This design comes from an exercise in tuning for small area, a short achievable clock period and few clock cycles per item on the open sky130 flow, not from production work.
Only simulation tests tie the RTL to the original design; equivalence was not proved.
No activity file was given, so power comes from the tool's default toggle rates.

==> flow/design.v <==
package maxpool_pkg;
  localparam int DATA_WIDTH = 32;
  typedef logic signed [DATA_WIDTH-1:0] elem_t;   
  typedef logic [15:0] count_t;                    
  localparam int AXIL_ADDR_WIDTH = 6;
  localparam int AXIL_DATA_WIDTH = 32;
  typedef logic [AXIL_ADDR_WIDTH-1:0] axil_addr_t;
  typedef logic [AXIL_DATA_WIDTH-1:0] axil_data_t;
  localparam axil_addr_t ADDR_CTRL    = 6'h00;   
  localparam axil_addr_t ADDR_IER     = 6'h04;   
  localparam axil_addr_t ADDR_WINDOWS = 6'h10;   
  localparam int CTRL_START_BIT = 0;
  localparam int CTRL_DONE_BIT  = 1;
  localparam int CTRL_IDLE_BIT  = 2;
endpackage
`timescale 1ns/1ps
module maxpool_control_s_axi (
  input  logic                    ap_clk,
  input  logic                    areset,
  input  logic                    awvalid,
  output logic                    awready,
  input  maxpool_pkg::axil_addr_t awaddr,
  input  logic                    wvalid,
  output logic                    wready,
  input  maxpool_pkg::axil_data_t wdata,
  input  logic [3:0]              wstrb,
  output logic                    bvalid,
  input  logic                    bready,
  output logic [1:0]              bresp,
  input  logic                    arvalid,
  output logic                    arready,
  input  maxpool_pkg::axil_addr_t araddr,
  output logic                    rvalid,
  input  logic                    rready,
  output maxpool_pkg::axil_data_t rdata,
  output logic [1:0]              rresp,
  input  logic                    job_done,     
  output logic                    job_start,    
  output maxpool_pkg::count_t     job_windows,
  output logic                    interrupt
);
  logic       wr_idle;      
  logic       rd_idle;      
  logic       wr_hs;        
  logic       ar_hs;
  logic       busy;         
  logic       done;         
  logic       ier;
  logic       ier_nxt;
  logic       done_nxt;
  logic [15:0] rd_data;     
  assign awready = wr_idle;
  assign wready  = wr_idle;
  assign bresp   = 2'b00;
  assign wr_hs   = wr_idle && awvalid && wvalid;
  always_ff @(posedge ap_clk) begin
    if (areset) begin
      wr_idle <= 1'b1;
      bvalid  <= 1'b0;
    end else if (wr_hs) begin
      wr_idle <= 1'b0;
      bvalid  <= 1'b1;
    end else if (bvalid && bready) begin
      wr_idle <= 1'b1;
      bvalid  <= 1'b0;
    end
  end
  always_ff @(posedge ap_clk) begin
    if (areset) begin
      job_windows <= '0;
    end else if (wr_hs && awaddr == maxpool_pkg::ADDR_WINDOWS) begin
      if (wstrb[0]) job_windows[7:0]  <= wdata[7:0];
      if (wstrb[1]) job_windows[15:8] <= wdata[15:8];
    end
  end
  assign ier_nxt  = (wr_hs && awaddr == maxpool_pkg::ADDR_IER && wstrb[0]) ? wdata[0] : ier;
  assign done_nxt = job_done || (done && !(ar_hs && araddr == maxpool_pkg::ADDR_CTRL));
  always_ff @(posedge ap_clk) begin
    if (areset) begin
      ier       <= 1'b0;
      done      <= 1'b0;
      busy      <= 1'b0;
      job_start <= 1'b0;
      interrupt <= 1'b0;
    end else begin
      ier       <= ier_nxt;
      done      <= done_nxt;
      interrupt <= ier_nxt && done_nxt;
      job_start <= wr_hs && awaddr == maxpool_pkg::ADDR_CTRL && wstrb[0] &&
                   wdata[maxpool_pkg::CTRL_START_BIT] && !busy;
      if (job_done) busy <= 1'b0;
      else if (job_start) busy <= 1'b1;
    end
  end
  assign arready = rd_idle;
  assign rresp   = 2'b00;
  assign ar_hs   = rd_idle && arvalid;
  always_ff @(posedge ap_clk) begin
    if (areset) begin
      rd_idle <= 1'b1;
      rvalid  <= 1'b0;
    end else if (ar_hs) begin
      rd_idle <= 1'b0;
      rvalid  <= 1'b1;
    end else if (rvalid && rready) begin
      rd_idle <= 1'b1;
      rvalid  <= 1'b0;
    end
  end
  always_ff @(posedge ap_clk) begin
    if (ar_hs) begin
      case (araddr)
        maxpool_pkg::ADDR_CTRL:    rd_data <= {13'b0, !busy && !job_start, done, busy || job_start};
        maxpool_pkg::ADDR_IER:     rd_data <= {15'b0, ier};
        maxpool_pkg::ADDR_WINDOWS: rd_data <= job_windows;
        default:                   rd_data <= '0;
      endcase
    end
  end
  assign rdata = {16'b0, rd_data};
endmodule
`timescale 1ns/1ps
module maxpool_window (
  input  logic                ap_clk,
  input  logic                areset,
  input  logic                job_start,
  input  maxpool_pkg::count_t job_windows,
  input  logic                in_tvalid,
  output logic                in_tready,
  input  maxpool_pkg::elem_t  in_tdata,
  output logic                pool_tvalid,
  input  logic                pool_tready,    
  input  logic                pool_room_nxt,  
  output maxpool_pkg::elem_t  pool_tdata,
  output logic                job_done
);
  logic [17:0]        rem;         
  logic [17:0]        rem_nxt;
  logic               in_hs;
  logic               first;       
  logic               last_win;    
  logic               last_job;    
  logic               full_nxt;
  logic               hold_nxt;
  logic               more_nxt;    
  logic               first_nxt;   
  maxpool_pkg::elem_t last;        
  maxpool_pkg::elem_t prev;        
  logic               sel;         
  logic               gt_last;     
  logic               gt_prev;     
  maxpool_gt u_gt_last (.a(in_tdata), .b(last), .gt(gt_last));
  maxpool_gt u_gt_prev (.a(in_tdata), .b(prev), .gt(gt_prev));
  assign in_hs    = in_tvalid && in_tready;
  assign first    = (rem[1:0] == 2'd0);
  assign last_win = (rem[1:0] == 2'd1);
  assign last_job = (rem == 18'd1);
  assign job_done = (in_hs && last_job) || (job_start && job_windows == '0);
  assign pool_tdata = sel ? last : prev;
  always_comb begin
    rem_nxt = rem;
    if (job_start) rem_nxt = {job_windows, 2'b00};
    else if (in_hs) rem_nxt = rem - 18'd1;
  end
  assign more_nxt  = job_start ? (job_windows != '0) : in_hs ? !last_job : (rem != '0);
  assign first_nxt = job_start || (in_hs ? last_win : first);
  assign full_nxt = (in_hs && last_win) || (pool_tvalid && !pool_tready);
  assign hold_nxt = full_nxt && !pool_room_nxt;
  always_ff @(posedge ap_clk) begin
    if (areset) begin
      rem         <= '0;
      pool_tvalid <= 1'b0;
      in_tready   <= 1'b0;
    end else begin
      rem         <= rem_nxt;
      pool_tvalid <= full_nxt;
      in_tready   <= more_nxt && !(first_nxt && hold_nxt);
    end
  end
  always_ff @(posedge ap_clk) begin
    if (in_hs) begin
      last <= in_tdata;
      prev <= sel ? last : prev;
      sel  <= first || (sel ? gt_last : gt_prev);
    end
  end
endmodule
module maxpool_gt (
  input  maxpool_pkg::elem_t a,
  input  maxpool_pkg::elem_t b,
  output logic               gt
);
  logic [31:0] a_u, b_u;
  logic [31:0] g0, e0;
  logic [15:0] g1, e1;
  logic [7:0]  g2, e2;
  logic [3:0]  g3, e3;
  logic [1:0]  g4, e4;
  assign a_u = {~a[31], a[30:0]};
  assign b_u = {~b[31], b[30:0]};
  assign g0  = a_u & ~b_u;
  assign e0  = ~(a_u ^ b_u);
  for (genvar i = 0; i < 16; i++) begin : g_l1
    assign g1[i] = g0[2*i+1] | (e0[2*i+1] & g0[2*i]);
    assign e1[i] = e0[2*i+1] & e0[2*i];
  end
  for (genvar i = 0; i < 8; i++) begin : g_l2
    assign g2[i] = g1[2*i+1] | (e1[2*i+1] & g1[2*i]);
    assign e2[i] = e1[2*i+1] & e1[2*i];
  end
  for (genvar i = 0; i < 4; i++) begin : g_l3
    assign g3[i] = g2[2*i+1] | (e2[2*i+1] & g2[2*i]);
    assign e3[i] = e2[2*i+1] & e2[2*i];
  end
  for (genvar i = 0; i < 2; i++) begin : g_l4
    assign g4[i] = g3[2*i+1] | (e3[2*i+1] & g3[2*i]);
    assign e4[i] = e3[2*i+1] & e3[2*i];
  end
  assign gt = g4[1] | (e4[1] & g4[0]);
endmodule
`timescale 1ns/1ps
module maxpool_out_fifo #(
  parameter int FIFO_DEPTH = 16
) (
  input  logic               ap_clk,
  input  logic               areset,
  input  logic               pool_tvalid,
  output logic               pool_tready,    
  output logic               pool_room_nxt,  
  input  maxpool_pkg::elem_t pool_tdata,
  output logic               out_tvalid,
  input  logic               out_tready,
  output maxpool_pkg::elem_t out_tdata
);
  localparam int RING  = FIFO_DEPTH - 2;
  localparam int POS_W = $clog2(RING);
  localparam int CNT_W = $clog2(RING + 1);
  localparam logic [POS_W-1:0] LAST = POS_W'(RING - 1);
  maxpool_pkg::elem_t ring [RING];
  logic [CNT_W-1:0]   count;       
  logic [POS_W-1:0]   new_pos;     
  logic [POS_W-1:0]   old_pos;     
  logic [POS_W-1:0]   new_pos_inc;
  logic [POS_W-1:0]   old_pos_inc;
  logic               empty;
  logic               wr_en;
  logic               head_free;
  logic               take_ring;   
  assign empty       = (count == '0);
  assign pool_tready = empty || (count != CNT_W'(RING) && new_pos == '0);
  assign pool_room_nxt = empty ||
                         (wr_en && count < CNT_W'(RING - 1)) ||
                         (!wr_en && new_pos == LAST && count != CNT_W'(RING));
  assign wr_en       = pool_tvalid && pool_tready;
  assign head_free   = !out_tvalid || out_tready;
  assign take_ring   = head_free && !empty && (old_pos == '0);
  assign new_pos_inc = (new_pos == LAST) ? {POS_W{1'b0}} : new_pos + 1'b1;
  assign old_pos_inc = (old_pos == LAST) ? {POS_W{1'b0}} : old_pos + 1'b1;
  always_ff @(posedge ap_clk) begin
    if (areset) begin
      count      <= '0;
      new_pos    <= '0;
      old_pos    <= '0;
      out_tvalid <= 1'b0;
    end else begin
      case ({wr_en, take_ring})
        2'b10:   count <= count + 1'b1;
        2'b01:   count <= count - 1'b1;
        default: count <= count;
      endcase
      new_pos <= wr_en ? {POS_W{1'b0}} : new_pos_inc;
      if (wr_en && (empty || (count == CNT_W'(1) && take_ring))) old_pos <= '0;
      else if (!take_ring) old_pos <= old_pos_inc;
      out_tvalid <= take_ring || (out_tvalid && !out_tready);
    end
  end
  always_ff @(posedge ap_clk) begin
    ring[0] <= wr_en ? pool_tdata : ring[RING-1];
    for (int i = 1; i < RING; i++) ring[i] <= ring[i-1];
    if (head_free) out_tdata <= ring[0];
  end
endmodule
`timescale 1ns/1ps
module krnl_maxpool #(
  parameter int FIFO_DEPTH = 16    
) (
  input  logic                    ap_clk,
  input  logic                    areset,
  input  logic                    s_axi_control_awvalid,
  output logic                    s_axi_control_awready,
  input  maxpool_pkg::axil_addr_t s_axi_control_awaddr,
  input  logic                    s_axi_control_wvalid,
  output logic                    s_axi_control_wready,
  input  maxpool_pkg::axil_data_t s_axi_control_wdata,
  input  logic [3:0]              s_axi_control_wstrb,
  output logic                    s_axi_control_bvalid,
  input  logic                    s_axi_control_bready,
  output logic [1:0]              s_axi_control_bresp,
  input  logic                    s_axi_control_arvalid,
  output logic                    s_axi_control_arready,
  input  maxpool_pkg::axil_addr_t s_axi_control_araddr,
  output logic                    s_axi_control_rvalid,
  input  logic                    s_axi_control_rready,
  output maxpool_pkg::axil_data_t s_axi_control_rdata,
  output logic [1:0]              s_axi_control_rresp,
  output logic                    interrupt,
  input  logic                    in_tvalid,
  output logic                    in_tready,
  input  maxpool_pkg::elem_t      in_tdata,
  output logic                    out_tvalid,
  input  logic                    out_tready,
  output maxpool_pkg::elem_t      out_tdata
);
  logic                job_start;
  logic                job_done;
  maxpool_pkg::count_t job_windows;
  logic                pool_tvalid;
  logic                pool_tready;
  logic                pool_room_nxt;
  maxpool_pkg::elem_t  pool_tdata;
  maxpool_control_s_axi u_control (
    .ap_clk      (ap_clk),
    .areset      (areset),
    .awvalid     (s_axi_control_awvalid),
    .awready     (s_axi_control_awready),
    .awaddr      (s_axi_control_awaddr),
    .wvalid      (s_axi_control_wvalid),
    .wready      (s_axi_control_wready),
    .wdata       (s_axi_control_wdata),
    .wstrb       (s_axi_control_wstrb),
    .bvalid      (s_axi_control_bvalid),
    .bready      (s_axi_control_bready),
    .bresp       (s_axi_control_bresp),
    .arvalid     (s_axi_control_arvalid),
    .arready     (s_axi_control_arready),
    .araddr      (s_axi_control_araddr),
    .rvalid      (s_axi_control_rvalid),
    .rready      (s_axi_control_rready),
    .rdata       (s_axi_control_rdata),
    .rresp       (s_axi_control_rresp),
    .job_done    (job_done),
    .job_start   (job_start),
    .job_windows (job_windows),
    .interrupt   (interrupt)
  );
  maxpool_window u_window (
    .ap_clk        (ap_clk),
    .areset        (areset),
    .job_start     (job_start),
    .job_windows   (job_windows),
    .in_tvalid     (in_tvalid),
    .in_tready     (in_tready),
    .in_tdata      (in_tdata),
    .pool_tvalid   (pool_tvalid),
    .pool_tready   (pool_tready),
    .pool_room_nxt (pool_room_nxt),
    .pool_tdata    (pool_tdata),
    .job_done      (job_done)
  );
  maxpool_out_fifo #(
    .FIFO_DEPTH (FIFO_DEPTH)
  ) u_out_fifo (
    .ap_clk        (ap_clk),
    .areset        (areset),
    .pool_tvalid   (pool_tvalid),
    .pool_tready   (pool_tready),
    .pool_room_nxt (pool_room_nxt),
    .pool_tdata    (pool_tdata),
    .out_tvalid    (out_tvalid),
    .out_tready    (out_tready),
    .out_tdata     (out_tdata)
  );
endmodule
==> flow/flow/run.sh <==
#!/bin/bash
# The standard layout, with the port buffers made from buf_4 cells instead of
# the default delay buffers. Make's full output goes to standard_flow.log.
set -euo pipefail
export BUFFER_PORTS_ARGS="-buffer_cell sky130_fd_sc_hd__buf_4"
bash standard.sh > standard_flow.log 2>&1
==> flow/standard.sh <==
#!/bin/bash
# synth_recipe.tcl (not shown) runs the flow's synth.tcl, then flattens the netlist and writes it again
# the make line also repeats each setting of config.mk as NAME=value (left out here)
make -C /OpenROAD-flow-scripts/flow DESIGN_CONFIG=/design/flow/config.mk WORK_HOME=/design/flow/orfs CLKGATE_MAP_FILE= SYNTH_SCRIPT=/design/flow/synth_recipe.tcl "${@:-finish}"
==> flow/config.mk <==
export PLATFORM = sky130hd
export DESIGN_NAME = krnl_maxpool
export DESIGN_NICKNAME = krnl_maxpool
export VERILOG_FILES = /design/flow/design.v
export SDC_FILE = /design/flow/constraint.sdc
export NUM_CORES = 4
export LEC_CHECK = 0
export CAP_MARGIN = 20
export CORE_MARGIN = 2
export CORE_UTILIZATION = 40
export CTS_CLUSTER_DIAMETER = 100
export CTS_CLUSTER_SIZE = 28
export PLACE_DENSITY = 0.8
export SETUP_SLACK_MARGIN = 1.8
export SLEW_MARGIN = 20
==> flow/constraint.sdc <==
create_clock -name core_clock -period 3.8 [get_ports {ap_clk}]
set_input_delay 0.7600 -clock core_clock [delete_from_list [all_inputs] [get_ports {ap_clk}]]
set_output_delay 0.7600 -clock core_clock [all_outputs]
set_load 0.01 [all_outputs]
==> out/qor.yml, run 1 <==
sta:
  hold_viol: 0
  relSlewSlack_pct: 38.9
  fin_worst_skew_ns: 0.0388
  worst_slew_pin_slew_ns: 0.917
  drv_slew: 0
  setup_viol: 0
  rsz0062_at_grt: "yes"
  fmax_ghz: 0.484
  tns_ns: 0
  layout_min_cycle_time_ns: 2.07
  post-route-period-util_pct: 54.4
synthesis:
  ys_seq_elements: 619
  syn_area_mm2: 0.0177
  synth_area_leaders: "dfxtp_1 57%, edfxtp_1 19%, ha_1 5.1%"
  synth.most_common_cell: "dfxtp_1"
  yosysSeqAreaShare_pct: 76.5
  async_reset_ff_share_pct: 0
  synth_top_area_share_pct: 57.3
  synthFlopType: "dfxtp_1"
  synth_cells: 1237
  synth_commonest_cells: "506 x dfxtp_1, 113 x edfxtp_1, 75 x inv_1, 72 x ha_1, 66 x nand2_1"
  synth-edff-count: 113
  synth.avg_cell_area_um2: 14.3
  synth_largest_area_cell: "dfxtp_1"
  yosys.cell_types.count: 59
  yosys_warnings: 4
global_route:
  groute.usage.overall_pct: 12.7
  grt_pass1_wl_um: 47300
  overflow: 0
  first_global_vias: 9054
  grt_start_max_net_pins: 67
  antenna_found_initial: 2
cts:
  cts_max_level: 1
  cts_root_buffer: "clkbuf_16"
  cts_tree: "built"
  cts_max_path_buffers: 3
  cts_sinks: 619
  insertion_delay_ns: 0.61
  path_clk_slew_ns: 0.11
  cts_made_buffers: 26
power:
  p_leak_nw: 8.44
  total_power_mw: 12.8
  cellPowerDensity_mw_per_mm2: 632
  peakVddDrop_uv: 456
final_layout:
  fin_cells: 1989
  antenna_cells: 0
  post-route-util_pct: 46.2
  drive_gt1_share_pct: 17.7
  syn_to_final_growth_pct: 14.8
  finalNetCount: 1539
setup_path:
  cp_cell_sequence: "ha_4, nand4_1, or3_4, or3_1, o22ai_1, a2bb2oi_1"
  cp-start-kind: "flip-flop"
  criticalPathCategory: "flip-flop to flip-flop"
  worstSetupStartpoint: "u_window.prev[31]"
  timing.rr.end: "u_window.sel"
  cp.arrival_ns: 2.53
  cpLargestDelayFamily: "simple AND/OR/NAND/NOR gates"
  critPathBufInv: 0
  worst-path-max-fanout: 2
  cpMaxStageDelayCell: "edfxtp_1"
  worst_path_largest_cell_delay_ns: 0.45
  worstSetupEndpointType: "flip-flop"
  r2r_cells: 6
  cp.required_ns: 4.26
  rr_startpoint: "u_window.prev[31]"
  r2r_slack_ns: 1.73
floorplan:
  start_util_pct: 40.2
  die_w_um: 214
  dieArea_mm2: 0.0459
  fp.dieH_um: 214
  core.rowCount: 77
  ioPinCount: 165
  core_area_mm2: 0.0439
route:
  antenna_left: 0
  drt-pass1-iter-count: 5
  routedWlPerCell_um: 15.2
  vias: 8941
  avgViaCountPerCell: 4.50
  drc: 0
  wl_um: 30200
  first_iter_violations: 518
min_path:
  hold_class: "flip-flop to flip-flop"
  min_to: "u_out_fifo.ring[13][19]"
  holdPathStages: 0
  hold_start: "u_out_fifo.ring[12][19]"
placement:
  hpwl_um: 19700
  portBuffers: 126
  place.gp.congestion: 0.808
  dp_cells: 1933
outcome:
  outcome: "complete, no violations"
flow_run:
  max_cap_viol_count: 0
[cell families (layout without fill, tap and decap cells)]
family,count (synthesis),after routing,share of synthesized area [%]
DFF,619,619,76.5
muxes,53,53,3.24
and+or+nand+nor,225,225,6.80
adders and majority gates,72,72,5.10
other,1,20,0.0212
AOI/OAI and AO/OA,128,128,4.37
buffers and inverters,120,261,3.02
xor gates and xnor gates,19,19,0.941
[worst max-delay path by stage]
stage | to | depth (start not counted) | slack (ns)
2_1_floorplan | u_control.done | 6 | 1.42
3_3_place_gp | u_window.sel | 7 | 1.21
3_5_place_dp | u_window.sel | 7 | 1.13
4_1_cts | out_tdata[20] | 1 | 1.77
5_1_grt | u_window.sel | 7 | 1.66
6_report | u_window.sel | 6 | 1.73
[layout by cell type (no fill, tap or decap), types with 8 or more instances in the layout]
| cell | Yosys | routed |
|---|---|---|
| nand3_1 | 12 | 12 |
| a211oi_1 | 15 | 14 |
| and2_1 | 14 | 14 |
| clkbuf_16 | 0 | 27 |
| mux2_2 | 34 | 34 |
| nor2_1 | 59 | 56 |
| edfxtp_1 | 113 | 113 |
| nand2_1 | 66 | 64 |
| mux2i_1 | 19 | 19 |
| nor3_1 | 9 | 9 |
| a21oi_1 | 39 | 38 |
| o21ai_0 | 43 | 43 |
| ha_1 | 72 | 68 |
| a21o_1 | 8 | 8 |
| inv_1 | 75 | 72 |
| conb_1 | 1 | 20 |
| nand4_1 | 13 | 13 |
| xnor2_1 | 13 | 13 |
| dfxtp_1 | 506 | 503 |
| buf_4 | 21 | 133 |
| clkbuf_1 | 19 | 17 |
[area by class of cell]
type                    instances  area [um2]
well taps                     592         741
clock buffers                  43         714
clock inverters                 4        63.8
fillers                      3831       23600
flip-flops and latches        619       13500
repair buffers                139        1090
inverters                      75         290
multi-input cells             517        3860
[through the flow]
step | hold WS (ns) | instance area (um2) | setup WS, ns
floorplan | 0.310 | 17900 | 1.42
global placement | 0.311 | 19300 | 1.21
detailed placement | 0.312 | 19300 | 1.13
CTS | 0.301 | 20200 | 1.77
global route | 0.308 | 20300 | 1.66
finish | 0.325 | 20300 | 1.73
[worst reg2reg max path: stages, from the launching register on]
cell,delay [ns]
edfxtp_1,0.45
ha_4,0.30
nand4_1,0.15
or3_4,0.42
or3_1,0.31
o22ai_1,0.12
a2bb2oi_1,0.18
[state kept, by name, summed over array words and instances, names as in the netlist, 4 cells and up]
signal                 count
u_window.last             32
u_out_fifo.new_pos         4
u_window.rem              18
u_out_fifo.old_pos         4
u_out_fifo.count           4
u_control.rd_data         16
u_control.job_windows     16
u_out_fifo.out_tdata      32
u_window.prev             32
u_out_fifo.ring          448
[where the power goes]
group          total, mW  switching [mW]  internal (mW)
clock network       3.23            1.90           1.33
logic               1.79           0.988          0.802
registers           7.81           0.342           7.47
[layer usage]
metal | track usage (%) | wire (um) | up-vias
met1 | 17.1 | 14100 | 4264
met4 | 3.22 | 704 | 4
li1 | - | - | 4429
met3 | 3.06 | 1660 | 45
met2 | 20.7 | 13700 | 199
met5 | 0 | 20 | -
[repair_timing]
item / in CTS / in global routing
cloned: 0 / 1
resized for setup: 10 / 10
setup buffers: 3 / 5
hold buffers: 0 / 0
endpoints found under the setup margin: 47 / 43
pin swaps: 2 / 4
Testbench counts, summed over its fixed seeds: cycles 8,364, items 2,035.
==> run 2: changes to the inputs <==
==> flow/flow/run.sh (replaced) <==
#!/bin/bash
# The standard layout, with the port buffers made from buf_2 cells instead of
# the default delay buffers. Make's full output goes to standard_flow.log.
set -euo pipefail
export BUFFER_PORTS_ARGS="-buffer_cell sky130_fd_sc_hd__buf_2"
bash standard.sh > standard_flow.log 2>&1
--- a/flow/config.mk
+++ b/flow/config.mk
@@ -10,6 +10,5 @@
 export CORE_UTILIZATION = 40
 export CTS_CLUSTER_DIAMETER = 100
 export CTS_CLUSTER_SIZE = 28
-export PLACE_DENSITY = 0.8
 export SETUP_SLACK_MARGIN = 1.8
 export SLEW_MARGIN = 20
==> out/qor.yml, run 2 <==
outcome:
  outcome: "complete, no violations"
global_route:
  grt_start_max_net_pins: 53  # -21%
  first_global_vias: 8585  # -5.2%
  groute.usage.overall_pct: 12.2  # -0.51 points
  antenna_found_initial: 4  # +2
  grt_pass1_wl_um: 45500  # -3.8%
  overflow: 0  # unchanged
synthesis:
  syn_area_mm2: 0.0177  # unchanged
  synth.avg_cell_area_um2: 14.3  # unchanged
  async_reset_ff_share_pct: 0  # unchanged
  yosys.cell_types.count: 59  # unchanged
  synth_top_area_share_pct: 57.3  # unchanged
  synth-edff-count: 113  # unchanged
  synth_cells: 1237  # unchanged
  synth_largest_area_cell: "dfxtp_1"
  yosys_warnings: 4  # unchanged
  synth_commonest_cells: "506 x dfxtp_1, 113 x edfxtp_1, 75 x inv_1, 72 x ha_1, 66 x nand2_1"
  yosysSeqAreaShare_pct: 76.5  # unchanged
  synth_area_leaders: "dfxtp_1 57%, edfxtp_1 19%, ha_1 5.1%"
  synthFlopType: "dfxtp_1"
  synth.most_common_cell: "dfxtp_1"
  ys_seq_elements: 619  # unchanged
flow_run:
  max_cap_viol_count: 0  # unchanged
route:
  routedWlPerCell_um: 14.3  # -5.6%
  first_iter_violations: 417  # -19%
  avgViaCountPerCell: 4.37  # -2.9%
  drt-pass1-iter-count: 6  # +1
  antenna_left: 0  # unchanged
  drc: 0  # unchanged
  vias: 8700  # -2.7%
  wl_um: 28600  # -5.4%
floorplan:
  fp.dieH_um: 214  # unchanged
  core_area_mm2: 0.0439  # unchanged
  dieArea_mm2: 0.0459  # unchanged
  die_w_um: 214  # unchanged
  core.rowCount: 77  # unchanged
  ioPinCount: 165  # unchanged
  start_util_pct: 40.2  # unchanged
sta:
  worst_slew_pin_slew_ns: 1.04  # +0.124 ns
  drv_slew: 0  # unchanged
  relSlewSlack_pct: 30.6  # -8.3 points
  hold_viol: 0  # unchanged
  post-route-period-util_pct: 52.3  # -2.1 points
  fmax_ghz: 0.503  # +4.0%
  fin_worst_hold_slack_ns: 0.311  # -0.0135 ns
  tns_ns: 0  # unchanged
  layout_min_cycle_time_ns: 1.99  # -0.0793 ns
  fin_worst_skew_ns: 0.0238  # -0.0150 ns
  setup_viol: 0  # unchanged
  rsz0062_at_grt: "yes"
cts:
  cts_sinks: 619  # unchanged
  cts_root_buffer: "clkbuf_16"
  cts_made_buffers: 26  # unchanged
  cts_max_level: 1  # unchanged
  cts_hold_buf: 0  # unchanged
  cts_tree: "built"
  cts_max_path_buffers: 3  # unchanged
  insertion_delay_ns: 0.58  # -0.03 ns
  path_clk_slew_ns: 0.11  # about the same
final_layout:
  largest-register: "u_out_fifo.ring"
  post-route-util_pct: 45.8  # -0.44 points
  finalNetCount: 1542  # +0.19%
  final_cell_mix: "503 x dfxtp_1, 126 x buf_2, 113 x edfxtp_1"
  drive_gt1_share_pct: 18.4  # +0.75 points
  largest_register_ffs: 448  # unchanged
  syn_to_final_growth_pct: 13.7
  fin_cells: 1993  # +0.20%
  final_common_cell: "dfxtp_1"
  final_area_mm2: 0.0201  # -0.94%
placement:
  placed_area_mm2: 0.0191  # -1.5%
  place.gp.congestion: 0.761  # -5.8%
  dp_cells: 1934  # +0.052%
  hpwl_um: 18400  # -6.7%
  portBuffers: 126  # unchanged
setup_path:
  criticalPathCategory: "flip-flop to flip-flop"
  worst-path-max-fanout: 2  # unchanged
  worstSetupEndpointType: "flip-flop"
  cp.arrival_ns: 2.44  # -0.09 ns
  cp-start-kind: "flip-flop"
  cp.required_ns: 4.25  # about the same
power:
  peakVddDrop_uv: 534  # +17%
  p_leak_nw: 8.39  # -0.70%
  cellPowerDensity_mw_per_mm2: 633  # +0.11%
min_path:
  hold_class: "flip-flop to flip-flop"
run 2: cell counts after synthesis:
No cell type changed its count.
run 2: area by class of cell:
| class | count | area (um2) |
|---|---|---|
| inverters | 75 | 285 |
| fillers | 3958 | 23800 |
| flip-flops and latches | 619 | 13500 |
| well taps | 592 | 741 |
| repair buffers | 142 | 797 |
| multi-input cells | 517 | 3970 |
| clock buffers | 45 | 722 |
| diodes | 1 | 2.50 |
| clock inverters | 2 | 46.3 |
run 2: repair_timing:
item,4_1_cts,5_1_grt
endpoints found under the setup margin,42,40
gates cloned,0,1
resized for setup,9,22
pin swaps,2,7
buffers inserted,5,5
hold endpoints to repair,0,0
run 2: through the flow:
step	power [mW]	setup slack, ns
finish	12.7	1.81
global route	13.4	1.74
floorplan	9.03	1.42
detailed placement	9.57	1.22
CTS	12.8	1.80
global placement	9.52	1.20
run 2: worst paths after layout:
check / from / slack (ns) / end / cells past startpoint
setup / recovery: u_window.prev[31] / 1.81 / u_window.sel / 6
hold / removal: u_out_fifo.ring[3][4] / 0.31 / u_out_fifo.ring[4][4] / 0
setup reg to reg: u_window.prev[31] / 1.81 / u_window.sel / 6
hold reg to reg: u_out_fifo.ring[3][4] / 0.31 / u_out_fifo.ring[4][4] / 0
run 2: logic make-up after synthesis:
logic type               Yosys count  share of synthesized area [%]
flip-flops                       619                           76.5
AO/OA/AOI/OAI                    128                           4.37
other                              1                         0.0212
XOR/XNOR                          19                          0.941
adder cells (fa/ha/maj)           72                           5.10
buffers and inverters            120                           3.02
multiplexers                      53                           3.24
AND/OR/NAND/NOR                  225                           6.80
run 2: report_power, final:
group | switching (mW) | internal, mW
combinational | 0.973 | 0.750
sequential | 0.312 | 7.47
clock | 1.89 | 1.33
run 2: worst max-delay path: stages (launching register included):
cell and delay, ns:
edfxtp_1 0.44, ha_4 0.29, nand4_1 0.14, or3_4 0.41, or3_4 0.33, o22ai_2 0.11, a2bb2oi_2 0.14
run 2: layer usage:
metal  GRT usage, %  vias to the layer above  wire length (um)
met5              0                        -                54
met4           3.22                        8               669
met3           2.71                       44              1190
met2           18.7                      146             12200
met1           17.5                     4073             14400
li1               -                     4429                 -
==> run 3: changes to the inputs <==
--- a/flow/config.mk
+++ b/flow/config.mk
@@ -10,5 +10,5 @@
 export CORE_UTILIZATION = 40
 export CTS_CLUSTER_DIAMETER = 100
 export CTS_CLUSTER_SIZE = 28
-export SETUP_SLACK_MARGIN = 1.8
+export SETUP_SLACK_MARGIN = 1.5
 export SLEW_MARGIN = 20
==> out/qor.yml, run 3 <==
outcome:
  outcome: "complete, no violations"
power:
  peakVddDrop_uv: 463  # -13%
  p_leak_nw: 8.32  # -0.77%
  cellPowerDensity_mw_per_mm2: 639  # +0.97%
placement:
  placed_area_mm2: 0.0190  # -0.54%
  place_ws_ns: 1.08  # -0.142 ns
  portBuffers: 126  # unchanged
  hpwl_um: 18000  # -2.2%
  place.gp.congestion: 0.755  # -0.72%
synthesis:
  synthFlopType: "dfxtp_1"
  synth.avg_cell_area_um2: 14.3  # unchanged
  synth_top_area_share_pct: 57.3  # unchanged
  syn_area_mm2: 0.0177  # unchanged
  synth_commonest_cells: "506 x dfxtp_1, 113 x edfxtp_1, 75 x inv_1, 72 x ha_1, 66 x nand2_1"
  synth-edff-count: 113  # unchanged
  ys_seq_elements: 619  # unchanged
  synth_largest_area_cell: "dfxtp_1"
  yosysSeqAreaShare_pct: 76.5  # unchanged
  yosys.cell_types.count: 59  # unchanged
  synth_cells: 1237  # unchanged
  yosys_warnings: 4  # unchanged
  synth_area_leaders: "dfxtp_1 57%, edfxtp_1 19%, ha_1 5.1%"
  synth.most_common_cell: "dfxtp_1"
  async_reset_ff_share_pct: 0  # unchanged
final_layout:
  drive_gt1_share_pct: 16.0  # -2.5 points
  largest_register_ffs: 448  # unchanged
  final_common_cell: "dfxtp_1"
  syn_to_final_growth_pct: 11.9
  largest-register: "u_out_fifo.ring"
  post-route-util_pct: 45.0  # -0.71 points
  final_area_mm2: 0.0198  # -1.6%
  finalNetCount: 1531  # -0.71%
  final_cell_mix: "504 x dfxtp_1, 126 x buf_2, 113 x edfxtp_1"
setup_path:
  criticalPathCategory: "flip-flop to flip-flop"
  cpMaxStageDelayCell: "a221oi_1"
  worst-path-max-fanout: 3  # +1
  worst_path_largest_cell_delay_ns: 0.55  # +0.11 ns
  worstSetupEndpointType: "flip-flop"
  cp.arrival_ns: 2.51  # +0.07 ns
  cp-start-kind: "flip-flop"
  cpLargestDelayFamily: "compound AO/OA/AOI/OAI gates"
  critPathBufInv: 1  # +1
  cp_cell_sequence: "inv_1, ha_1, a21oi_1, o21ai_0, a221oi_1, o311ai_0, a2bb2oi_1"
  cp.required_ns: 4.13  # -0.12 ns
sta:
  post-route-period-util_pct: 57.3  # +5.0 points
  layout_min_cycle_time_ns: 2.18  # +0.188 ns
  worst_slew_pin_slew_ns: 1.01  # -0.0314 ns
  drv_slew: 0  # unchanged
  fmax_ghz: 0.459  # -8.7%
  fin_ws_ns: 1.62  # -0.188 ns
  setup_viol: 0  # unchanged
  tns_ns: 0  # unchanged
  relSlewSlack_pct: 32.7  # +2.1 points
  hold_viol: 0  # unchanged
  fin_worst_skew_ns: 0.0242  # +0.000429 ns
  rsz0062_at_grt: "no"
route:
  antenna_left: 0  # unchanged
  wl_um: 27600  # -3.4%
  avgViaCountPerCell: 4.34  # -0.49%
  vias: 8623  # -0.89%
  first_iter_violations: 452  # +8.4%
  routedWlPerCell_um: 13.9  # -3.0%
  drt-pass1-iter-count: 4  # -2
  drc: 0  # unchanged
global_route:
  first_global_vias: 8461  # -1.4%
  antenna_found_initial: 8  # +4
  grt_pass1_wl_um: 43900  # -3.5%
  groute.usage.overall_pct: 11.8  # -0.36 points
  grt_start_max_net_pins: 67  # +26%
  overflow: 0  # unchanged
cts:
  cts_made_buffers: 26  # unchanged
  cts_hold_buf: 0  # unchanged
  cts_root_buffer: "clkbuf_16"
  insertion_delay_ns: 0.60  # +0.02 ns
  cts_max_level: 1  # unchanged
  cts_max_path_buffers: 3  # unchanged
  cts_tree: "built"
  path_clk_slew_ns: 0.11  # about the same
  cts_sinks: 619  # unchanged
floorplan:
  die_w_um: 214  # unchanged
  core.rowCount: 77  # unchanged
  core_area_mm2: 0.0439  # unchanged
  start_util_pct: 40.2  # unchanged
  fp.dieH_um: 214  # unchanged
  ioPinCount: 165  # unchanged
  dieArea_mm2: 0.0459  # unchanged
min_path:
  hold_class: "flip-flop to flip-flop"
flow_run:
  max_cap_viol_count: 0  # unchanged
==> run 3: cell counts after synthesis <==
No cell type changed its count.
==> run 3: kinds of logic (layout without fill, tap and decap cells) <==
| logic type | count (synthesis) | count (layout) | synth area share (%) |
|---|---|---|---|
| adder cells (fa/ha/maj) | 72 | 72 | 5.10 |
| AND/OR/NAND/NOR | 225 | 225 | 6.80 |
| AO/OA/AOI/OAI | 128 | 128 | 4.37 |
| other | 1 | 23 | 0.0212 |
| multiplexers | 53 | 53 | 3.24 |
| XOR/XNOR | 19 | 19 | 0.941 |
| flip-flops | 619 | 619 | 76.5 |
| buffers and inverters | 120 | 254 | 3.02 |
==> run 3: through the flow <==
stage	hold WS, ns	instances	power [mW]
finish	0.321	1985	12.6
global route	0.327	1984	13.3
CTS	0.328	1982	12.8
detailed placement	0.312	1934	9.49
global placement	0.310	1934	9.43
floorplan	0.310	1256	8.96
==> run 3: power by group <==
group / internal (mW) / switching [mW] / leakage, nW / total (mW)
Clock: 1.39 / 1.92 / 0.382 / 3.31
Combinational: 0.655 / 0.893 / 2.69 / 1.55
Sequential: 7.46 / 0.324 / 5.24 / 7.79
==> run 3: cell type report <==
class                           instances  area [um2]
Antenna cell                            3        7.51
Clock buffer                           45         753
Clock inverter                          3        55.1
Fill cell                            3970       24100
Inverter                               75         285
Multi-Input combinational cell        517        3730
Sequential cell                       619       13500
Tap cell                              592         741
Timing Repair Buffer                  131         687
==> run 3: repair_timing <==
| action | 4_1_cts | 5_1_grt |
|---|---|---|
| endpoints found under the setup margin | 32 | 31 |
| resized for setup | 1 | 6 |
| hold endpoints to repair | 0 | 0 |
| setup buffers | 0 | 0 |
==> run 3: worst register-to-register path: stages (launching register included) <==
cell	delay (ns)
edfxtp_1	0.39
inv_1	0.08
ha_1	0.25
a21oi_1	0.16
o21ai_0	0.12
a221oi_1	0.55
o311ai_0	0.19
a2bb2oi_1	0.17
==> run 3: routing by layer <==
metal	global-route usage, %	vias to the layer above	wire length [um]
met1	16.4	3998	13800
met5	0	-	62
met4	2.87	10	576
met2	18.8	143	11800
li1	-	4421	-
met3	2.85	51	1280
==> run 3: path summary, 6_finish.rpt <==
check / startpoint / to / slack, ns / cells after the start
worst max register to register: u_window.prev[11] / u_window.sel / 1.62 / 7
worst min register to register: u_out_fifo.ring[10][19] / u_out_fifo.ring[11][19] / 0.32 / 0
worst min-delay path: u_out_fifo.ring[10][19] / u_out_fifo.ring[11][19] / 0.32 / 0
worst max-delay path: u_window.prev[11] / u_window.sel / 1.62 / 7
==> run 4: changes to the inputs <==
--- a/flow/design.v
+++ b/flow/design.v
@@ -147,6 +147,10 @@
   maxpool_pkg::elem_t last;        
   maxpool_pkg::elem_t prev;        
   logic               sel;         
+  logic               last_first;  
+  logic               last_gt_l;   
+  logic               last_gt_p;   
+  logic               sel_old;     
   logic               gt_last;     
   logic               gt_prev;     
   maxpool_gt u_gt_last (.a(in_tdata), .b(last), .gt(gt_last));
@@ -156,6 +160,7 @@
   assign last_win = (rem[1:0] == 2'd1);
   assign last_job = (rem == 18'd1);
   assign job_done = (in_hs && last_job) || (job_start && job_windows == '0);
+  assign sel        = last_first || (sel_old ? last_gt_l : last_gt_p);
   assign pool_tdata = sel ? last : prev;
   always_comb begin
     rem_nxt = rem;
@@ -179,9 +184,12 @@
   end
   always_ff @(posedge ap_clk) begin
     if (in_hs) begin
-      last <= in_tdata;
-      prev <= sel ? last : prev;
-      sel  <= first || (sel ? gt_last : gt_prev);
+      last       <= in_tdata;
+      prev       <= sel ? last : prev;
+      sel_old    <= sel;
+      last_first <= first;
+      last_gt_l  <= gt_last;
+      last_gt_p  <= gt_prev;
     end
   end
 endmodule
--- a/flow/config.mk
+++ b/flow/config.mk
@@ -10,5 +10,5 @@
 export CORE_UTILIZATION = 40
 export CTS_CLUSTER_DIAMETER = 100
 export CTS_CLUSTER_SIZE = 28
-export SETUP_SLACK_MARGIN = 1.5
+export SETUP_SLACK_MARGIN = 2.0
 export SLEW_MARGIN = 20
==> out/qor.yml, run 4 <==
cts:
  cts_max_level: 1  # unchanged
  path_clk_slew_ns: 0.10  # about the same
  cts_hold_buf: 0  # unchanged
  cts_made_buffers: 26  # unchanged
  insertion_delay_ns: 0.59  # about the same
  cts_max_path_buffers: 3  # unchanged
  cts_root_buffer: "clkbuf_16"
  cts_sinks: 622  # +0.48%
  cts_tree: "built"
floorplan:
  start_util_pct: 40.3  # +0.085 points
  fp.dieH_um: 215  # +0.21%
  core_area_mm2: 0.0440  # +0.22%
  ioPinCount: 165  # unchanged
  dieArea_mm2: 0.0461  # +0.43%
  die_w_um: 215  # +0.21%
  core.rowCount: 77  # unchanged
route:
  met1Wirelength_um: 14900  # +8.0%
  dr_wl_met2_um: 13600  # +15%
  wl_um: 30500  # +11%
  avgViaCountPerCell: 4.44  # +2.2%
  drt-pass1-iter-count: 4  # unchanged
  drc: 0  # unchanged
  first_iter_violations: 402  # -11%
  routedWlPerCell_um: 14.9  # +7.2%
  highest_layer: "met5"
  dr_wl_met3_um: 1290  # +0.78%
  vias: 9101  # +5.5%
  antenna_left: 0  # unchanged
synthesis:
  synth_largest_area_cell: "dfxtp_1"
  syn_area_mm2: 0.0178  # +0.43%
  synth-edff-count: 116  # +2.7%
  async_reset_ff_share_pct: 0  # unchanged
  synth_area_leaders: "dfxtp_1 57%, edfxtp_1 20%, ha_1 5.0%"
  yosys.cell_types.count: 54  # -8.5%
  synthFlopType: "dfxtp_1"
  yosysSeqAreaShare_pct: 76.7  # +0.18 points
  synth_commonest_cells: "506 x dfxtp_1, 116 x edfxtp_1, 79 x inv_1, 71 x ha_1, 61 x nor2_1"
  ys_seq_elements: 622  # +0.48%
  synth.most_common_cell: "dfxtp_1"
  yosys_warnings: 4  # unchanged
  synth.avg_cell_area_um2: 14.3  # +0.11%
  synth_top_area_share_pct: 57.1  # -0.25 points
  synth_cells: 1241  # +0.32%
sta:
  relSlewSlack_pct: 54.1  # +21 points
  rsz0062_at_grt: "yes"
  hold_viol: 0  # unchanged
  fin_worst_skew_ns: 0.0209  # -0.00331 ns
  worst_slew_pin_slew_ns: 0.685  # -0.325 ns
  post-route-period-util_pct: 51.6  # -5.7 points
  fin_worst_hold_slack_ns: 0.325  # +0.00399 ns
  layout_min_cycle_time_ns: 1.96  # -0.216 ns
  setup_viol: 0  # unchanged
  drv_slew: 0  # unchanged
  fmax_ghz: 0.510  # +11%
  tns_ns: 0  # unchanged
power:
  cellPowerDensity_mw_per_mm2: 654  # +2.3%
  sequentialPowerShare_pct: 60.2  # -1.4 points
  p_comb_share_pct: 16.0  # +3.8 points
  total_power_mw: 13.7  # +8.3%
  p_leak_nw: 8.76  # +5.3%
  internal_power_mw: 10.2  # +7.2%
  p_sw_mw: 3.51  # +12%
  switching_share_pct: 25.6  # +0.75 points
  peakVddDrop_uv: 438  # -5.4%
  clockPowerShare_pct: 23.8  # -2.4 points
placement:
  hpwl_um: 19100  # +5.8%
  portBuffers: 126  # unchanged
  place.gp.congestion: 0.779  # +3.2%
  placed_area_mm2: 0.0192  # +1.5%
final_layout:
  largest_register_ffs: 448  # unchanged
  syn_to_final_growth_pct: 18.0
  final_common_cell: "dfxtp_1"
  largest-register: "u_out_fifo.ring"
  final_area_mm2: 0.0209  # +5.8%
  drive_gt1_share_pct: 23.1  # +7.1 points
  post-route-util_pct: 47.6  # +2.5 points
  final_cell_mix: "493 x dfxtp_1, 118 x buf_2, 116 x edfxtp_1"
  finalNetCount: 1594  # +4.1%
global_route:
  antenna_found_initial: 9  # +1
  first_global_vias: 8908  # +5.3%
  grt_pass1_wl_um: 47300  # +7.8%
  grt_start_max_net_pins: 48  # -28%
  overflow: 0  # unchanged
  groute.usage.overall_pct: 12.9  # +1.1 points
flow_run:
  max_cap_viol_count: 0  # unchanged
setup_path:
  critPathBufInv: 1  # unchanged
  cp_cell_sequence: "buf_2"
  criticalPathCategory: "flip-flop to output port"
  cp.arrival_ns: 1.20  # -1.31 ns
  cpMaxStageDelayCell: "edfxtp_1"
  cpLargestDelayFamily: "flip-flops"
  cp-start-kind: "flip-flop"
  worst-path-max-fanout: 1  # -2
  worstSetupEndpointType: "output port"
  worst_path_largest_cell_delay_ns: 0.45  # -0.10 ns
  cp.required_ns: 3.04  # -1.09 ns
outcome:
  outcome: "complete, no violations"
min_path:
  hold_class: "flip-flop to flip-flop"
==> run 4: power groups by stage <==
stage	combinational [mW]	sequential, mW	clock [mW]
6_report	2.19	8.24	3.27
3_5_place_dp	1.72	8.36	0
3_3_place_gp	1.69	8.33	0
2_1_floorplan	1.15	8.30	0
4_1_cts	1.97	8.24	3.40
5_1_grt	2.43	8.36	3.63
==> run 4: metrics by stage <==
step / setup WS [ns] / cells
3_3_place_gp: 1.23 / 1947
3_5_place_dp: 1.24 / 1947
4_1_cts: 1.81 / 2025
6_report: 1.84 / 2050
2_1_floorplan: 1.34 / 1260
5_1_grt: 1.78 / 2048
==> run 4: cell type report <==
type / count / area (um2)
repair buffers: 183 / 1240
inverters: 79 / 309
flip-flops and latches: 622 / 13600
clock inverters: 3 / 42.5
clock buffers: 45 / 722
repair inverters: 2 / 10.0
fillers: 3884 / 23100
well taps: 592 / 741
multi-input cells: 520 / 4230
diodes: 4 / 10.0
==> run 4: worst paths after layout <==
path	startpoint	to	slack, ns	depth (start not counted)
max	u_out_fifo.out_tdata[14]	out_tdata[14]	1.84	1
max reg2reg	u_out_fifo.count[0]	u_out_fifo.count[3]	1.87	10
min reg2reg	u_out_fifo.ring[5][28]	u_out_fifo.ring[6][28]	0.33	0
min	u_out_fifo.ring[5][28]	u_out_fifo.ring[6][28]	0.33	0
==> run 4: cell families after synthesis <==
kind of cell             after synthesis  share of synthesized area (%)
AO/OA/AOI/OAI                        127                           4.38
XOR/XNOR                              18                          0.888
adder cells (fa/ha/maj)               71                           5.00
buffers and inverters                119                           2.98
flip-flops                           622                           76.7
multiplexers                          56                           3.40
other                                  1                         0.0211
AND/OR/NAND/NOR                      227                           6.65
==> run 4: what timing repair did <==
item | 4_1_cts | 5_1_grt
setup buffers | 26 | 20
setup endpoints to repair | 188 | 123
cloned | 4 | 1
pin swaps | 15 | 22
hold endpoints to repair | 0 | 0
gates resized for setup | 69 | 57
==> run 4: routing by layer <==
metal,track usage (%),up-vias
met5,0,-
met4,4.05,6
met3,2.57,45
met2,20.4,129
met1,17.9,4354
li1,-,4567
Testbench counts of run 4, summed over its fixed seeds: cycles 8,364, items 2,035.
==> run 5: changes to the inputs <==
--- a/flow/config.mk
+++ b/flow/config.mk
@@ -10,5 +10,5 @@
 export CORE_UTILIZATION = 40
 export CTS_CLUSTER_DIAMETER = 100
 export CTS_CLUSTER_SIZE = 28
-export SETUP_SLACK_MARGIN = 2.0
+export SETUP_SLACK_MARGIN = 1.6
 export SLEW_MARGIN = 20
==> out/qor.yml, run 5 <==
outcome:
  outcome: "complete, no violations"
floorplan:
  core.rowCount: 77  # unchanged
  ioPinCount: 165  # unchanged
  start_util_pct: 40.3  # unchanged
  dieArea_mm2: 0.0461  # unchanged
  core_area_mm2: 0.0440  # unchanged
  die_w_um: 215  # unchanged
  fp.dieH_um: 215  # unchanged
synthesis:
  yosysSeqAreaShare_pct: 76.7  # unchanged
  synth_largest_area_cell: "dfxtp_1"
  synth_area_leaders: "dfxtp_1 57%, edfxtp_1 20%, ha_1 5.0%"
  yosys.cell_types.count: 54  # unchanged
  yosys_warnings: 4  # unchanged
  synth_cells: 1241  # unchanged
  synthFlopType: "dfxtp_1"
  syn_area_mm2: 0.0178  # unchanged
  async_reset_ff_share_pct: 0  # unchanged
  synth_top_area_share_pct: 57.1  # unchanged
  ys_seq_elements: 622  # unchanged
  synth_commonest_cells: "506 x dfxtp_1, 116 x edfxtp_1, 79 x inv_1, 71 x ha_1, 61 x nor2_1"
  synth.most_common_cell: "dfxtp_1"
  synth-edff-count: 116  # unchanged
  synth.avg_cell_area_um2: 14.3  # unchanged
cts:
  cts_tree: "built"
  cts_max_path_buffers: 3  # unchanged
  cts_root_buffer: "clkbuf_16"
  cts_made_buffers: 26  # unchanged
  path_clk_slew_ns: 0.11  # about the same
  insertion_delay_ns: 0.60  # about the same
  cts_sinks: 622  # unchanged
  cts_max_level: 1  # unchanged
min_path:
  hold_start: "u_out_fifo.ring[3][25]"
  hold_class: "flip-flop to flip-flop"
setup_path:
  criticalPathCategory: "flip-flop to output port"
  cp-start-kind: "flip-flop"
  cp_cell_sequence: "buf_2"
  critPathBufInv: 1  # unchanged
  worstSetupEndpointType: "output port"
  cp.arrival_ns: 1.32  # +0.12 ns
  cpMaxStageDelayCell: "dfxtp_1"
  worst-path-max-fanout: 6  # +5
  cp.required_ns: 3.04  # about the same
  worst_path_largest_cell_delay_ns: 0.52  # +0.07 ns
  cpLargestDelayFamily: "flip-flops"
  worstSetupStartpoint: "u_window.in_tready"
  rr_startpoint: "u_window.last[19]"
route:
  vias: 8700  # -4.4%
  drc: 0  # unchanged
  antenna_left: 0  # unchanged
  drt-pass1-iter-count: 4  # unchanged
  avgViaCountPerCell: 4.36  # -1.8%
  first_iter_violations: 343  # -15%
  wl_um: 28700  # -5.9%
  routedWlPerCell_um: 14.4  # -3.4%
power:
  total_power_mw: 13.1  # -4.1%
  cellPowerDensity_mw_per_mm2: 661  # +0.98%
  p_leak_nw: 8.35  # -4.6%
  peakVddDrop_uv: 480  # +9.7%
sta:
  fin_worst_hold_slack_ns: 0.314  # -0.0112 ns
  worst_slew_pin_slew_ns: 0.951  # +0.266 ns
  drv_slew: 0  # unchanged
  fmax_ghz: 0.481  # -5.7%
  fin_worst_skew_ns: 0.0225  # +0.00158 ns
  setup_viol: 0  # unchanged
  relSlewSlack_pct: 36.6  # -17 points
  rsz0062_at_grt: "yes"
  fin_ws_ns: 1.72  # -0.119 ns
  tns_ns: 0  # unchanged
  hold_viol: 0  # unchanged
  post-route-period-util_pct: 54.7  # +3.1 points
  layout_min_cycle_time_ns: 2.08  # +0.119 ns
flow_run:
  max_cap_viol_count: 0  # unchanged
final_layout:
  final_common_cell: "dfxtp_1"
  syn_to_final_growth_pct: 12.1
  largest-register: "u_out_fifo.ring"
  drive_gt1_share_pct: 15.5  # -7.6 points
  fin_cells: 1996  # -2.6%
  largest_register_ffs: 448  # unchanged
  final_cell_mix: "504 x dfxtp_1, 126 x buf_2, 116 x edfxtp_1"
  finalNetCount: 1543  # -3.2%
  final_area_mm2: 0.0199  # -5.0%
  post-route-util_pct: 45.2  # -2.4 points
placement:
  place.gp.congestion: 0.778  # -0.21%
  dp_cells: 1944  # -0.15%
  placed_area_mm2: 0.0190  # -0.92%
  portBuffers: 126  # unchanged
  place_ws_ns: 0.996  # -0.243 ns
  hpwl_um: 18700  # -2.1%
global_route:
  overflow: 0  # unchanged
  grt_start_max_net_pins: 69  # +44%
  antenna_found_initial: 8  # -1
  grt_pass1_wl_um: 45100  # -4.7%
  groute.usage.overall_pct: 12.1  # -0.79 points
  first_global_vias: 8740  # -1.9%
-- run 5: cell counts after synthesis --
Identical to the previous run, type by type.
-- run 5: routing by layer --
metal / GRT usage, % / part of all wire (%)
met3: 2.62 / 3.5
met4: 2.85 / 2.0
met1: 17.0 / 50
met5: 0 / 0.15
met2: 19.2 / 44
-- run 5: cells by family after synthesis --
logic type | share of synthesized area, %
flops | 76.7
simple gates | 6.65
compound gates | 4.38
buf+inv | 2.98
fa+ha+maj | 5.00
mux | 3.40
xor+xnor | 0.888
other cells | 0.0211
-- run 5: timing repair --
action	in CTS	in global routing
setup buffers	2	0
hold buffers	0	0
pin swaps	1	1
gates cloned	0	1
endpoints found under the setup margin	26	7
resized for setup	2	8
-- run 5: worst register-to-register path: stages (launching register included) --
cell       delay, ns
edfxtp_1        0.38
inv_1           0.09
ha_1            0.24
a21oi_1         0.19
o21a_1          0.17
o221ai_1        0.12
a2111oi_1       0.54
nand2_1         0.08
-- run 5: final timing paths --
kind / endpoint / slack [ns] / depth (start not counted)
setup / recovery: in_tready / 1.72 / 1
hold / removal: u_out_fifo.ring[4][25] / 0.31 / 0
setup reg to reg: u_window.last_gt_l / 1.75 / 7
hold reg to reg: u_out_fifo.ring[4][25] / 0.31 / 0
-- run 5: layout make-up --
class	count	area, um2
antenna	2	5.00
fill	4003	24100
timing repair buffer	134	691
clock buffer	45	722
sequential	622	13600
multi-input combinational	520	3760
tap	592	741
inverter	79	300
clock inverter	2	60.1
-- run 5: where the power goes --
part           internal, mW  total, mW  switching, mW
clock                  1.34       3.27           1.93
combinational         0.690       1.66          0.974
sequential             7.81       8.21          0.399
total                  9.84       13.1           3.30
==> run 6: changes to the inputs <==
--- a/flow/config.mk
+++ b/flow/config.mk
@@ -10,5 +10,5 @@
 export CORE_UTILIZATION = 40
 export CTS_CLUSTER_DIAMETER = 100
 export CTS_CLUSTER_SIZE = 28
-export SETUP_SLACK_MARGIN = 1.6
+export SETUP_SLACK_MARGIN = 1.7
 export SLEW_MARGIN = 20
==> out/qor.yml, run 6 <==
sta:
  worst_slew_pin_slew_ns: 0.958  # +0.00716 ns
  fin_worst_hold_slack_ns: 0.317  # +0.00357 ns
  setup_viol: 0  # unchanged
  rsz0062_at_grt: "yes"
  fmax_ghz: 0.499  # +3.8%
  relSlewSlack_pct: 36.1  # -0.48 points
  post-route-period-util_pct: 52.7  # -2.0 points
  hold_viol: 0  # unchanged
  fin_worst_skew_ns: 0.0283  # +0.00584 ns
  tns_ns: 0  # unchanged
  layout_min_cycle_time_ns: 2.00  # -0.0761 ns
  drv_slew: 0  # unchanged
route:
  routedWlPerCell_um: 14.3  # -0.68%
  drt-pass1-iter-count: 7  # +3
  antenna_left: 0  # unchanged
  first_iter_violations: 438  # +28%
  avgViaCountPerCell: 4.43  # +1.6%
  drc: 0  # unchanged
  vias: 8853  # +1.8%
  wl_um: 28600  # -0.53%
final_layout:
  fin_cells: 1999  # +0.15%
  drive_gt1_share_pct: 15.9  # +0.47 points
  finalNetCount: 1545  # +0.13%
  final_cell_mix: "504 x dfxtp_1, 126 x buf_2, 116 x edfxtp_1"
  largest-register: "u_out_fifo.ring"
  final_common_cell: "dfxtp_1"
  post-route-util_pct: 45.3  # +0.11 points
  largest_register_ffs: 448  # unchanged
  syn_to_final_growth_pct: 12.4
floorplan:
  start_util_pct: 40.3  # unchanged
  die_w_um: 215  # unchanged
  ioPinCount: 165  # unchanged
  dieArea_mm2: 0.0461  # unchanged
  core_area_mm2: 0.0440  # unchanged
  core.rowCount: 77  # unchanged
  fp.dieH_um: 215  # unchanged
setup_path:
  cp_cell_sequence: "inv_1, ha_1, nor3b_4, a2bb2oi_4, ha_4, or3_1, a21oi_1"
  worst_path_largest_cell_delay_ns: 0.40  # -0.12 ns
  r2r_slack_ns: 1.80  # +0.05 ns
  timing.rr.end: "u_out_fifo.count[2]"
  worstSetupEndpointType: "flip-flop"
  rr_startpoint: "u_out_fifo.count[0]"
  r2r_cells: 7  # unchanged
  worst-path-max-fanout: 6  # unchanged
  cp-start-kind: "flip-flop"
  cp.arrival_ns: 2.53  # +1.21 ns
  cpMaxStageDelayCell: "dfxtp_1"
  criticalPathCategory: "flip-flop to flip-flop"
  cp.required_ns: 4.33  # +1.29 ns
power:
  peakVddDrop_uv: 445  # -7.3%
  p_leak_nw: 8.38  # +0.30%
  cellPowerDensity_mw_per_mm2: 661  # about the same
cts:
  cts_max_path_buffers: 3  # unchanged
  cts_made_buffers: 26  # unchanged
  path_clk_slew_ns: 0.11  # about the same
  cts_root_buffer: "clkbuf_16"
  cts_sinks: 622  # unchanged
  cts_max_level: 1  # unchanged
  insertion_delay_ns: 0.59  # about the same
  cts_hold_buf: 0  # unchanged
  cts_tree: "built"
min_path:
  hold_class: "flip-flop to flip-flop"
  min_to: "u_out_fifo.ring[12][13]"
  holdPathStages: 0  # unchanged
  hold_start: "u_out_fifo.ring[11][13]"
synthesis:
  synthFlopType: "dfxtp_1"
  synth-edff-count: 116  # unchanged
  synth_cells: 1241  # unchanged
  synth_largest_area_cell: "dfxtp_1"
  ys_seq_elements: 622  # unchanged
  synth_commonest_cells: "506 x dfxtp_1, 116 x edfxtp_1, 79 x inv_1, 71 x ha_1, 61 x nor2_1"
  yosys.cell_types.count: 54  # unchanged
  synth_top_area_share_pct: 57.1  # unchanged
  yosys_warnings: 4  # unchanged
  async_reset_ff_share_pct: 0  # unchanged
  syn_area_mm2: 0.0178  # unchanged
  synth.most_common_cell: "dfxtp_1"
  yosysSeqAreaShare_pct: 76.7  # unchanged
  synth_area_leaders: "dfxtp_1 57%, edfxtp_1 20%, ha_1 5.0%"
  synth.avg_cell_area_um2: 14.3  # unchanged
global_route:
  first_global_vias: 8638  # -1.2%
  antenna_found_initial: 1  # -7
  grt_pass1_wl_um: 45500  # +0.82%
  groute.usage.overall_pct: 12.2  # +0.12 points
  grt_start_max_net_pins: 70  # +1.4%
  overflow: 0  # unchanged
placement:
  place.gp.congestion: 0.771  # -0.87%
  hpwl_um: 18700  # about the same
  portBuffers: 126  # unchanged
  dp_cells: 1946  # +0.10%
outcome:
  outcome: "complete, no violations"
flow_run:
  max_cap_viol_count: 0  # unchanged
## run 6: cell types whose count changed in the layout (fill, tap and decap cells not counted), moves of 2 or more
cell / previous run / this run
a211oi_2: 1 / 4
a211oi_1: 10 / 8
buf_12: 0 / 2
clkinv_16: 2 / 0
## run 6: critical path: cells and delay by family, from the launching register on
| family | cells | cell delay, ns |
|---|---|---|
| and+or+nand+nor | 2 | 0.56 |
| buffers and inverters | 1 | 0.10 |
| adders and majority gates | 2 | 0.52 |
| AOI/OAI and AO/OA | 2 | 0.37 |
| DFF | 1 | 0.40 |
## run 6: cell type report
type | instances | area, um2
fill | 3970 | 24100
sequential | 622 | 13600
multi-input combinational | 520 | 3790
tap | 592 | 741
timing repair buffer | 136 | 731
clock buffer | 45 | 722
inverter | 79 | 300
clock inverter | 3 | 41.3
antenna | 2 | 5.00
## run 6: worst max path at each step
stage | cells after the start | end | slack, ns | startpoint
after CTS | 7 | u_window.last_gt_p | 1.72 | u_window.prev[18]
after global routing | 7 | u_window.last_gt_p | 1.64 | u_window.prev[22]
after detailed placement | 7 | u_window.last_gt_p | 1.21 | in_tdata[17]
after global placement | 7 | u_window.last_gt_p | 1.24 | in_tdata[17]
final | 7 | u_out_fifo.count[2] | 1.80 | u_out_fifo.count[0]
after floorplan | 6 | u_window.in_tready | 1.34 | in_tvalid
## run 6: layer usage
layer  part of all wire, %  GRT usage (%)
met1                    50           17.4
met2                    45           19.4
met3                   3.0           2.11
met4                   2.2           3.24
met5                     0              0
## run 6: kinds of logic after synthesis
logic type,synth area share [%]
AND/OR/NAND/NOR,6.65
buffers and inverters,2.98
flip-flops,76.7
other,0.0211
adder cells (fa/ha/maj),5.00
XOR/XNOR,0.888
AO/OA/AOI/OAI,4.38
multiplexers,3.40
## run 6: repair_timing
item,CTS,global route
gates resized for setup,3,8
cloned,1,0
setup endpoints to repair,33,35
buffers inserted,2,0
pin swaps,1,0
## run 6: through the flow
step / power, mW / area (um2) / setup WS (ns)
floorplan: 9.42 / 17900 / 1.34
global placement: 9.99 / 19100 / 1.24
detailed placement: 10.1 / 19100 / 1.21
CTS: 13.3 / 19900 / 1.72
global route: 13.9 / 19900 / 1.64
finish: 13.2 / 19900 / 1.80
## run 6: report_power, final
part           internal (mW)  switching, mW
clock network           1.33           1.92
registers               7.82          0.404
logic                  0.726          0.989
==> run 7: changes to the inputs <==
--- a/flow/config.mk
+++ b/flow/config.mk
@@ -10,5 +10,5 @@
 export CORE_UTILIZATION = 40
 export CTS_CLUSTER_DIAMETER = 100
 export CTS_CLUSTER_SIZE = 28
-export SETUP_SLACK_MARGIN = 1.7
+export SETUP_SLACK_MARGIN = 1.8
 export SLEW_MARGIN = 20
==> out/qor.yml, run 7 <==
min_path:
  holdPathStages: 0  # unchanged
  hold_class: "flip-flop to flip-flop"
route:
  drt-pass1-iter-count: 4  # -3
  routedWlPerCell_um: 14.1  # -1.3%
  wl_um: 28200  # -1.3%
  first_iter_violations: 391  # -11%
  drc: 0  # unchanged
  avgViaCountPerCell: 4.38  # -1.1%
  vias: 8755  # -1.1%
  antenna_left: 0  # unchanged
setup_path:
  cp.required_ns: 3.04  # -1.29 ns
  cp-start-kind: "flip-flop"
  cpLargestDelayFamily: "flip-flops"
  worst_path_largest_cell_delay_ns: 0.43  # +0.03 ns
  r2r_cells: 6  # -1
  worst-path-max-fanout: 1  # -5
  critPathBufInv: 1  # unchanged
  criticalPathCategory: "flip-flop to output port"
  cp_cell_sequence: "buf_2"
  path_depth: 1  # -6
  cp.arrival_ns: 1.18  # -1.35 ns
  worstSetupEndpointType: "output port"
  cpMaxStageDelayCell: "edfxtp_1"
outcome:
  outcome: "complete, no violations"
global_route:
  grt_start_max_net_pins: 70  # unchanged
  overflow: 0  # unchanged
  grt_pass1_wl_um: 45500  # about the same
  first_global_vias: 8749  # +1.3%
  antenna_found_initial: 5  # +4
  groute.usage.overall_pct: 12.2  # about the same
floorplan:
  fp.dieH_um: 215  # unchanged
  dieArea_mm2: 0.0461  # unchanged
  core.rowCount: 77  # unchanged
  ioPinCount: 165  # unchanged
  core_area_mm2: 0.0440  # unchanged
  die_w_um: 215  # unchanged
  start_util_pct: 40.3  # unchanged
synthesis:
  ys_seq_elements: 622  # unchanged
  syn_area_mm2: 0.0178  # unchanged
  synth.most_common_cell: "dfxtp_1"
  synth_area_leaders: "dfxtp_1 57%, edfxtp_1 20%, ha_1 5.0%"
  synth.avg_cell_area_um2: 14.3  # unchanged
  yosys_warnings: 4  # unchanged
  async_reset_ff_share_pct: 0  # unchanged
  synth_cells: 1241  # unchanged
  synth_top_area_share_pct: 57.1  # unchanged
  synth_largest_area_cell: "dfxtp_1"
  synth_commonest_cells: "506 x dfxtp_1, 116 x edfxtp_1, 79 x inv_1, 71 x ha_1, 61 x nor2_1"
  yosysSeqAreaShare_pct: 76.7  # unchanged
  synth-edff-count: 116  # unchanged
  yosys.cell_types.count: 54  # unchanged
  synthFlopType: "dfxtp_1"
cts:
  path_clk_slew_ns: 0.10  # about the same
  cts_sinks: 622  # unchanged
  insertion_delay_ns: 0.59  # about the same
  cts_tree: "built"
  cts_root_buffer: "clkbuf_16"
  cts_max_level: 1  # unchanged
  cts_made_buffers: 26  # unchanged
  cts_max_path_buffers: 3  # unchanged
power:
  peakVddDrop_uv: 400  # -10%
  switching_share_pct: 24.9  # -0.25 points
  p_leak_nw: 8.40  # +0.19%
  sequentialPowerShare_pct: 62.0  # -0.3 points
  p_comb_share_pct: 13.1  # about the same
  internal_power_mw: 9.95  # +0.81%
  p_sw_mw: 3.29  # -0.51%
  cellPowerDensity_mw_per_mm2: 658  # -0.41%
  clockPowerShare_pct: 24.9  # +0.3 points
sta:
  relSlewSlack_pct: 37.4  # +1.3 points
  hold_viol: 0  # unchanged
  drv_slew: 0  # unchanged
  rsz0062_at_grt: "yes"
  fin_worst_hold_slack_ns: 0.323  # +0.00572 ns
  fin_worst_skew_ns: 0.0200  # -0.00828 ns
  setup_viol: 0  # unchanged
  fmax_ghz: 0.516  # +3.3%
  tns_ns: 0  # unchanged
  layout_min_cycle_time_ns: 1.94  # -0.0643 ns
  post-route-period-util_pct: 51.0  # -1.7 points
  worst_slew_pin_slew_ns: 0.939  # -0.0191 ns
final_layout:
  post-route-util_pct: 45.7  # +0.40 points
  final_cell_mix: "502 x dfxtp_1, 126 x buf_2, 116 x edfxtp_1"
  final_common_cell: "dfxtp_1"
  finalNetCount: 1546  # +0.065%
  syn_to_final_growth_pct: 13.3
  largest-register: "u_out_fifo.ring"
  final_area_mm2: 0.0201  # +0.88%
  fillers: 3987  # +0.43%
  ff_latch_area_mm2: 0.0136  # about the same
  multi_input_area_mm2: 0.00393  # +3.7%
  largest_register_ffs: 448  # unchanged
  drive_gt1_share_pct: 17.2  # +1.3 points
placement:
  hpwl_um: 18800  # +0.63%
  place.gp.congestion: 0.791  # +2.5%
  placed_area_mm2: 0.0192  # +0.62%
  portBuffers: 126  # unchanged
flow_run:
  max_cap_viol_count: 0  # unchanged
run 7: path summary, 6_finish.rpt:
check                           startpoint                      to  slack, ns
setup / recovery  u_out_fifo.out_tdata[13]           out_tdata[13]       1.86
setup reg to reg       u_out_fifo.count[1]   u_out_fifo.ring[0][9]       1.87
hold reg to reg      u_out_fifo.ring[9][8]  u_out_fifo.ring[10][8]       0.32
hold / removal       u_out_fifo.ring[9][8]  u_out_fifo.ring[10][8]       0.32
run 7: cells by family after synthesis:
logic type | count (synthesis) | synth area share, %
flops | 622 | 76.7
simple gates | 227 | 6.65
compound gates | 127 | 4.38
buf+inv | 119 | 2.98
fa+ha+maj | 71 | 5.00
mux | 56 | 3.40
xor+xnor | 18 | 0.888
other cells | 1 | 0.0211
run 7: area by class of cell:
| type | count | share of cell area, % |
|---|---|---|
| Multi-Input combinational cell | 519 | 19.5 |
| Antenna cell | 2 | 0.0249 |
| Sequential cell | 622 | 67.7 |
| Clock inverter | 2 | 0.162 |
| Tap cell | 592 | 3.68 |
| Timing Repair Buffer | 138 | 3.66 |
| Clock buffer | 45 | 3.74 |
| Inverter | 79 | 1.49 |
run 7: what timing repair did:
item | 4_1_cts | 5_1_grt
pin swaps | 2 | 2
endpoints found under the setup margin | 44 | 14
hold buffers | 0 | 0
setup buffers | 5 | 0
resized for setup | 8 | 15
run 7: stage by stage:
step,setup slack [ns],cells,total power [mW]
floorplan,1.34,1260,9.44
finish,1.86,1999,13.2
global route,1.77,1997,14.0
detailed placement,1.23,1945,10.1
CTS,1.81,1997,13.4
global placement,1.24,1945,10.0
run 7: power groups by stage:
stage / registers (mW) / clock network (mW) / logic (mW)
3_5_place_dp: 8.36 / 0 / 1.71
4_1_cts: 8.23 / 3.43 / 1.75
3_3_place_gp: 8.33 / 0 / 1.68
5_1_grt: 8.34 / 3.64 / 1.97
6_report: 8.21 / 3.29 / 1.74
2_1_floorplan: 8.30 / 0 / 1.15
run 7: per-layer routing:
layer | part of all wire, % | global-route usage, %
met4 | 1.5 | 3.24
met1 | 50 | 17.2
met2 | 44 | 19.2
met5 | 0.12 | 0
met3 | 4.3 | 2.61

==> separate check: timing with driven ports <==
In the flow no input, the clock included, has a driving cell. The finished layouts below were timed again as built, in two steps.
Step 1: set_driving_cell puts a clkbuf_16 on ap_clk and a buf_2 on each other input, an assumption about the parent block.
Step 2 also shifts input and output timing later by t, the mid clock arrival at the registers, as if the neighbouring blocks saw the same clock.
Three values: ideal, step 1, step 2; two values: the first two.
| run | t, ns | slack for setup (ns) | worst hold slack (ns) | worst slew at a driven data input, ns | pins driven straight from the clock port |
|---|---|---|---|---|---|
| run 1 | 0.637 | 1.733 / 1.733 / 1.237 | 0.325 / 0.325 / 0.325 | 0.10 | 1 |
| run 2 | 0.619 | 1.812 / 1.812 / 1.314 | 0.311 / 0.311 / 0.311 | 0.09 | 1 |
| run 3 | 0.641 | 1.623 / 1.623 / 1.128 | 0.321 / 0.321 / 0.321 | 0.09 | 1 |
| run 4 | 0.633 | 1.839 / 1.786 / 1.448 | 0.325 / 0.308 / 0.325 | 0.11 | 1 |
| run 5 | 0.635 | 1.720 / 1.670 / 1.234 | 0.314 / 0.314 / 0.314 | 0.09 | 1 |
| run 6 | 0.630 | 1.797 / 1.769 / 1.308 | 0.317 / 0.317 / 0.317 | 0.09 | 1 |
| run 7 | 0.634 | 1.861 / 1.809 / 1.412 | 0.323 / 0.323 / 0.323 | 0.09 | 1 |
After both steps every run listed still meets setup and hold. For run 2, which loses most, drivers alone change the setup slack by 0.000 ns; drivers and shift together by -0.498 ns.
